This design comes from an exercise in tuning for small area on the open sky130 flow, not from production work.
The RTL was checked by simulation tests, not by an equivalence proof against the original design.
Power is estimated from default activity; no workload was simulated.

[design/flow/design.v]
package multi_channel_system_timer_pkg;
  localparam int MST_ADDR_W = 8;
  localparam logic [MST_ADDR_W-1:0] MST_MTIME_L = 8'd0;
  localparam logic [MST_ADDR_W-1:0] MST_MTIME_H = 8'd1;
  localparam logic [MST_ADDR_W-1:0] MST_CTRL    = 8'd2;
  localparam logic [MST_ADDR_W-1:0] MST_STATUS  = 8'd3;
  localparam int         MST_CH_BASE   = 4;
  localparam logic [1:0] MST_CH_CMP_L  = 2'd0;
  localparam logic [1:0] MST_CH_CMP_H  = 2'd1;
  localparam logic [1:0] MST_CH_PERIOD = 2'd2;
  localparam logic [1:0] MST_CH_CTRL   = 2'd3;
  localparam logic [63:0] MST_CMP_RESET = 64'hFFFF_FFFF_FFFF_FFFF;
  typedef struct packed {
    logic [MST_ADDR_W-1:0] raddr;
    logic [MST_ADDR_W-1:0] waddr;
    logic [31:0]           wdata;
  } sys_peripheral_t;
  typedef struct packed {
    logic ren;
    logic wen;
  } sel_t;
  typedef struct packed {
    logic [23:0] prescale;
    logic [6:0]  rsvd;
    logic        en;
  } mst_ctrl_t;
  typedef struct packed {
    logic [28:0] rsvd;
    logic        inten;
    logic        periodic;
    logic        en;
  } mst_chctrl_t;
  function automatic logic [MST_ADDR_W-3:0] mst_ch_block(input int k);
    mst_ch_block = MST_CH_BASE / 4 + k;
  endfunction
endpackage
import multi_channel_system_timer_pkg::*;
module mst_cmp_channel
(
  input  logic        hb_clk,
  input  logic        rst,
  input  logic [63:0] mtime,
  input  logic [3:0]  wr,        
  input  logic [31:0] wdata,
  input  logic        clr,       
  output logic [63:0] cmp,
  output logic [31:0] period,
  output multi_channel_system_timer_pkg::mst_chctrl_t chctrl,
  output logic        pending,
  output logic        irq
);
  logic        hit;
  logic        advance;
  logic        cmp_wr;
  logic [63:0] cmp_next;
  assign hit      = chctrl.en & (mtime >= cmp);
  assign advance  = hit & chctrl.periodic & (period != 32'd0);
  assign cmp_wr   = wr[MST_CH_CMP_L] | wr[MST_CH_CMP_H];
  assign cmp_next = cmp + {32'd0, period};
  always_ff @(posedge hb_clk) begin
    if (rst) begin
      cmp <= MST_CMP_RESET;
    end else if (wr[MST_CH_CMP_L]) begin
      cmp[31:0] <= wdata;
    end else if (wr[MST_CH_CMP_H]) begin
      cmp[63:32] <= wdata;
    end else if (advance) begin
      cmp <= cmp_next;
    end
  end
  always_ff @(posedge hb_clk) begin
    if (rst) begin
      period <= 32'd0;
      chctrl <= '0;
    end else begin
      if (wr[MST_CH_PERIOD]) period <= wdata;
      if (wr[MST_CH_CTRL])   chctrl <= {29'd0, wdata[2], wdata[1], wdata[0]};
    end
  end
  always_ff @(posedge hb_clk) begin
    if (rst)         pending <= 1'b0;
    else if (cmp_wr) pending <= 1'b0;
    else if (hit)    pending <= 1'b1;
    else if (clr)    pending <= 1'b0;
  end
  always_ff @(posedge hb_clk) begin
    if (rst) irq <= 1'b0;
    else     irq <= pending & chctrl.inten;
  end
endmodule
import multi_channel_system_timer_pkg::*;
module multi_channel_system_timer
#(
  parameter int NUM_CMP    = 8,
  parameter int PRESCALE_W = 8
) (
  input  logic                       hb_clk,
  input  logic                       rst,
  input  logic                       tick_src,
  input  logic [MST_ADDR_W-1:0]      bus_raddr,
  input  logic [MST_ADDR_W-1:0]      bus_waddr,
  input  logic [31:0]                bus_wdata,
  input  logic                       bus_ren,
  input  logic                       bus_wen,
  output logic [31:0]                bus_rdata,
  output logic [NUM_CMP-1:0]         irq,
  output logic                       mtimer_int
);
  logic                  tick_q;
  logic                  tick;
  logic                  inc;
  logic [PRESCALE_W-1:0] cnt;
  logic [63:0]           mtime;
  multi_channel_system_timer_pkg::mst_ctrl_t ctrl;
  logic                  wen;
  logic [MST_ADDR_W-1:0] waddr;
  logic [MST_ADDR_W-1:0] raddr;
  logic [31:0]           wdata;
  logic                  wr_mtime_l, wr_mtime_h, wr_ctrl, wr_status;
  logic [63:0]           ch_cmp    [NUM_CMP];
  logic [31:0]           ch_period [NUM_CMP];
  logic [31:0]           ch_ctrl   [NUM_CMP];
  logic [NUM_CMP-1:0]    pending;
  logic [31:0]           rd_val;
  assign wen   = bus_wen;
  assign waddr = bus_waddr;
  assign raddr = bus_raddr;
  assign wdata = bus_wdata;
  assign wr_mtime_l = wen & (waddr == MST_MTIME_L);
  assign wr_mtime_h = wen & (waddr == MST_MTIME_H);
  assign wr_ctrl    = wen & (waddr == MST_CTRL);
  assign wr_status  = wen & (waddr == MST_STATUS);
  assign tick = tick_src & ~tick_q;
  assign inc  = ctrl.en & tick & (cnt == ctrl.prescale[PRESCALE_W-1:0]);
  always_ff @(posedge hb_clk) begin
    if (rst) begin
      tick_q <= 1'b0;
      cnt    <= '0;
    end else begin
      tick_q <= tick_src;
      if (wr_ctrl)               cnt <= '0;
      else if (ctrl.en && tick)  cnt <= inc ? '0 : cnt + 1'b1;
    end
  end
  always_ff @(posedge hb_clk) begin
    if (rst)          ctrl <= '0;
    else if (wr_ctrl) ctrl <= {{(24-PRESCALE_W){1'b0}}, wdata[8 +: PRESCALE_W], 7'd0, wdata[0]};
  end
  always_ff @(posedge hb_clk) begin
    if (rst)             mtime <= 64'd0;
    else if (wr_mtime_l) mtime[31:0]  <= wdata;
    else if (wr_mtime_h) mtime[63:32] <= wdata;
    else if (inc)        mtime <= mtime + 64'd1;
  end
  for (genvar k = 0; k < NUM_CMP; k++) begin : g_ch
    logic       ch_wsel;
    logic [3:0] ch_wr;
    assign ch_wsel = wen & (waddr[MST_ADDR_W-1:2] == MST_CH_BASE / 4 + k);
    assign ch_wr   = ch_wsel ? (4'b0001 << waddr[1:0]) : 4'b0000;
    mst_cmp_channel u_ch (
      .hb_clk  (hb_clk),
      .rst     (rst),
      .mtime   (mtime),
      .wr      (ch_wr),
      .wdata   (wdata),
      .clr     (wr_status & wdata[k]),
      .cmp     (ch_cmp[k]),
      .period  (ch_period[k]),
      .chctrl  (ch_ctrl[k]),
      .pending (pending[k]),
      .irq     (irq[k])
    );
  end
  assign mtimer_int = irq[0];
  always_comb begin
    rd_val = 32'd0;
    case (raddr)
      MST_MTIME_L: rd_val = mtime[31:0];
      MST_MTIME_H: rd_val = mtime[63:32];
      MST_CTRL:    rd_val = ctrl;
      MST_STATUS:  rd_val = {{(32-NUM_CMP){1'b0}}, pending};
      default:     rd_val = 32'd0;
    endcase
    for (int k = 0; k < NUM_CMP; k++) begin
      if (raddr[MST_ADDR_W-1:2] == MST_CH_BASE / 4 + k) begin
        case (raddr[1:0])
          MST_CH_CMP_L:  rd_val = ch_cmp[k][31:0];
          MST_CH_CMP_H:  rd_val = ch_cmp[k][63:32];
          MST_CH_PERIOD: rd_val = ch_period[k];
          default:       rd_val = ch_ctrl[k];
        endcase
      end
    end
  end
  always_ff @(posedge hb_clk) begin
    if (rst)          bus_rdata <= 32'd0;
    else if (bus_ren) bus_rdata <= rd_val;
  end
endmodule
[design/flow/run.sh]
#!/bin/bash
# synth_recipe.tcl (not shown) runs the flow's synth.tcl, then flattens the netlist and writes it again
# the make line also repeats each setting of config.mk as NAME=value (left out here)
make -C /OpenROAD-flow-scripts/flow DESIGN_CONFIG=/design/flow/config.mk WORK_HOME=/design/flow/orfs CLKGATE_MAP_FILE= SYNTH_SCRIPT=/design/flow/synth_recipe.tcl finish
[design/flow/config.mk]
export PLATFORM = sky130hd
export DESIGN_NAME = multi_channel_system_timer
export DESIGN_NICKNAME = multi_channel_system_timer
export VERILOG_FILES = /design/flow/design.v
export SDC_FILE = /design/flow/constraint.sdc
export NUM_CORES = 4
export LEC_CHECK = 0
export CAP_MARGIN = 20
export CORE_MARGIN = 2
export CORE_UTILIZATION = 30
export PLACE_DENSITY = 0.45
export SLEW_MARGIN = 20
[design/flow/constraint.sdc]
create_clock -name core_clock -period 5.0 [get_ports {hb_clk}]
set_input_delay 1.0000 -clock core_clock [delete_from_list [all_inputs] [get_ports {hb_clk}]]
set_output_delay 1.0000 -clock core_clock [all_outputs]
set_load 0.01 [all_outputs]
==> metrics.cfg <==
[cells_and_area]
area_growth_pct=14.8
layout_commonest_cell=nand2_1
fillers=26700
drive_gt1_share_pct=8.51
register_area_um2=18500
multi_input_area_um2=52000
stdcell_count=13700
final_nets=11100
final_cell_mix=nand2_1 (1381), a21oi_1 (1167), dfxtp_1 (918), ha_1 (770), nor2_1 (705)

[die]
ios=94
initial_utilization_pct=30.2
die-area_um2=255000
die_w_um=505
core_um2=249000
die_h_um=505
rows=183

[yosys]
mappedNetlistArea_um2=75300
yosys_warnings=5
synthXorXnorAreaFrac_pct=2.87
synth_fp_nets=11100
synth_mux_area_share_pct=4.50
synth-compound-area-share_pct=28.0
synth_ff_type=dfxtp_1
yosysSeqAreaShare_pct=24.5
synth_edf_count=0
synth_cell_types=101
synth_seq_cells=922
synth_top_family_by_area=compound AO/OA/AOI/OAI gates
synth.avg_cell_area_um2=7.35
netlist_instances=10200
synth_adder_area_share_pct=13.0
synthArstFlopShare_pct=0
yosys.area_share.simple_pct=20.5

[global_route]
busiest_layer=met2
grtUsageMet1_pct=44.3
grt_use_total_pct=34.1
grt_pass1_wl_mm=624
overflow=0
use_met2_pct=48.6
use_met3_pct=8.36
grt_antenna_before_repair=49
grt_max_degree=167
grt_pass1_vias=77900

[clock_tree]
root_buffer=clkbuf_16
cts_max_path_buffers=3
clkSinkCount=922
ctsResizeCount=0
ctsHoldBuffers=0
cts_tree=built
cts_made_buffers=133
clk_latency_ns=0.84
htree_num_levels=4
postCtsSetupBuffers=0
clkSlewWorstSetupHoldPaths_ns=0.06

[placement]
pre_cts_ws_ns=0.366
hpwlAfterDp_mm=336
portBuffers=93
gp_congestion=1.05
dp_cells=13500

[critical_path]
startpoint_type=flop
required_ns=5.72
arrival_ns=5.42
critPathCaptureType=flop
crit_type=flop to flop
cp_max_fo=12

[sta]
fin_skew_ns=0.0394
final-hold-violation-count=0
max_slew.worst_pin.slew_ns=1.33
tns_ns=0
fmax_mhz=213
drv_slew=0
min_period_ns=4.70
rsz0062_at_grt=no
period_share_pct=93.9
slew_headroom_pct=11.3
setup_ws_ns=0.305
setup_viol=0

[min_path]
holdCritPathClass=flop to flop

[power]
leakage_uw=0.0421
peakVddDrop_mv=0.372
p_per_area_nw_per_um2=231

[drt]
vias=85200
ant_nets=0
route.detailed.drc=0
vias_per_cell=6.21
drt_iter0_markers=11200
post_drt_wl_per_cell_um=33.1
dr.pass1.iters=10
drt_wl_total_mm=454

[job]
maxCapViolCount=0

[outcome]
outcome=no timing/DRC/antenna violations

==> final cells by class <==
type / instances / share of cell area [%]
diodes: 26 / 0.0753
well taps: 3330 / 4.82
multi-input cells: 8024 / 60.2
inverters: 616 / 2.68
flip-flops and latches: 922 / 21.4
repair buffers: 573 / 5.63
clock buffers: 192 / 4.53
clock inverters: 42 / 0.711
==> kinds of logic after synthesis <==
| group | after synthesis |
|---|---|
| compound gates | 3333 |
| flops | 922 |
| xor+xnor | 247 |
| buf+inv | 1301 |
| mux | 306 |
| fa+ha+maj | 778 |
| simple gates | 3360 |
==> through the flow <==
step | power (uW) | instance area, um2 | hold WS (ns) | util (%)
6_report | 19900 | 86400 | 0.480 | 34.7
5_1_grt | 20300 | 86400 | 0.487 | 34.7
4_1_cts | 19900 | 86400 | 0.481 | 34.7
3_5_place_dp | 9690 | 81800 | 0.473 | 32.8
3_3_place_gp | 9690 | 81800 | 0.472 | 32.8
2_1_floorplan | 8540 | 75300 | 0.448 | -
==> sequential cells by signal, summed over array words and instances, names as in the netlist <==
signal,count
g_ch.u_ch.pending,8
mtime,64
g_ch.u_ch.cmp,512
tick_q,1
g_ch.u_ch.period,256
g_ch.u_ch.chctrl,24
bus_rdata,32
g_ch.u_ch.irq,8
ctrl,9
cnt,8
==> worst max-delay path, stage by stage (launching register included) <==
cell,delay (ns)
dfxtp_1,1.07
buf_4,0.33
ha_1,0.26
nand2_1,0.07
o21ai_0,0.15
a221oi_1,0.74
o32ai_1,0.30
a211oi_1,0.32
buf_4,0.19
a2bb2oi_4,0.21
buf_4,0.19
buf_4,0.14
and2_0,0.17
buf_4,0.21
o21ai_0,0.12
o311ai_0,0.11
==> power by group <==
| part | internal [uW] | switching [uW] | leakage [uW] |
|---|---|---|---|
| registers | 7390 | 74.1 | 0.00746 |
| clock network | 6060 | 4240 | 0.00222 |
| logic | 522 | 1650 | 0.0325 |
| total | 14000 | 5960 | 0.0421 |
==> per-layer routing <==
layer | share of wire [%] | routed length, um
met3 | 9.9 | 44900
met5 | 0.050 | 225
met4 | 8.6 | 38900
met2 | 40 | 184000
met1 | 41 | 186000
==> synth_stat cells (85+ instances only) <==
library cell	number	share of area [%]
a211oi_1	128	1.3
a21o_1	202	2.0
a21oi_1	1170	7.8
a221oi_1	163	1.9
a31oi_1	134	1.1
and3_1	101	0.84
clkbuf_1	589	2.9
dfxtp_1	922	25
ha_1	770	13
inv_1	614	3.1
mux2i_1	272	3.6
nand2_1	1384	6.9
nand3_1	279	1.9
nand4_1	218	1.8
nor2_1	724	3.6
nor3_1	212	1.4
nor4_1	133	1.1
o211ai_1	159	1.6
o21ai_0	662	4.4
o22ai_1	85	0.71
o311ai_0	91	1.1
xnor2_1	131	1.5
xor2_1	116	1.3
==> final timing paths <==
path                              startpoint                           endpoint  slack [ns]  cells after the start
setup / recovery      mtime[26]$_SDFFE_PP0P_  g_ch[7].u_ch.cmp[34]$_SDFFE_PP1P_        0.30                     15
hold / removal    bus_rdata[19]$_SDFFE_PP0P_         bus_rdata[19]$_SDFFE_PP0P_        0.48                      2
setup reg to reg      mtime[26]$_SDFFE_PP0P_  g_ch[7].u_ch.cmp[34]$_SDFFE_PP1P_        0.30                     15
hold reg to reg   bus_rdata[19]$_SDFFE_PP0P_         bus_rdata[19]$_SDFFE_PP0P_        0.48                      2

-- afterwards: timing with drivers on the ports --
The results above use ideal ports. As a check the final layout listed here was re-extracted and re-timed, cells and wires unchanged.
Step 1 sets driving cells, clkbuf_16 on the clock port and buf_2 on the other inputs (assumed; they add their load-dependent delay and slew).
Step 2 adds t to the input delays and takes it off the output delays; t is the mean of the earliest and latest rising clock arrival at the registers after step 1. Input paths then give back, and output paths get back, about the clock's delay inside the block.
Three values: ideal, step 1, step 2; two values: the first two.
t (ns): 0.924
setup slack, ns: 0.305 / 0.305 / 0.109
hold slack, ns: 0.480 / 0.480 / 0.480
worst setup path after step 2: input to register
clock arrival spread, ns: 0.041 / 0.042
After both steps setup and hold are still met in this run. For this run, drivers alone change the setup slack by 0.000 ns; drivers and shift together by -0.196 ns.
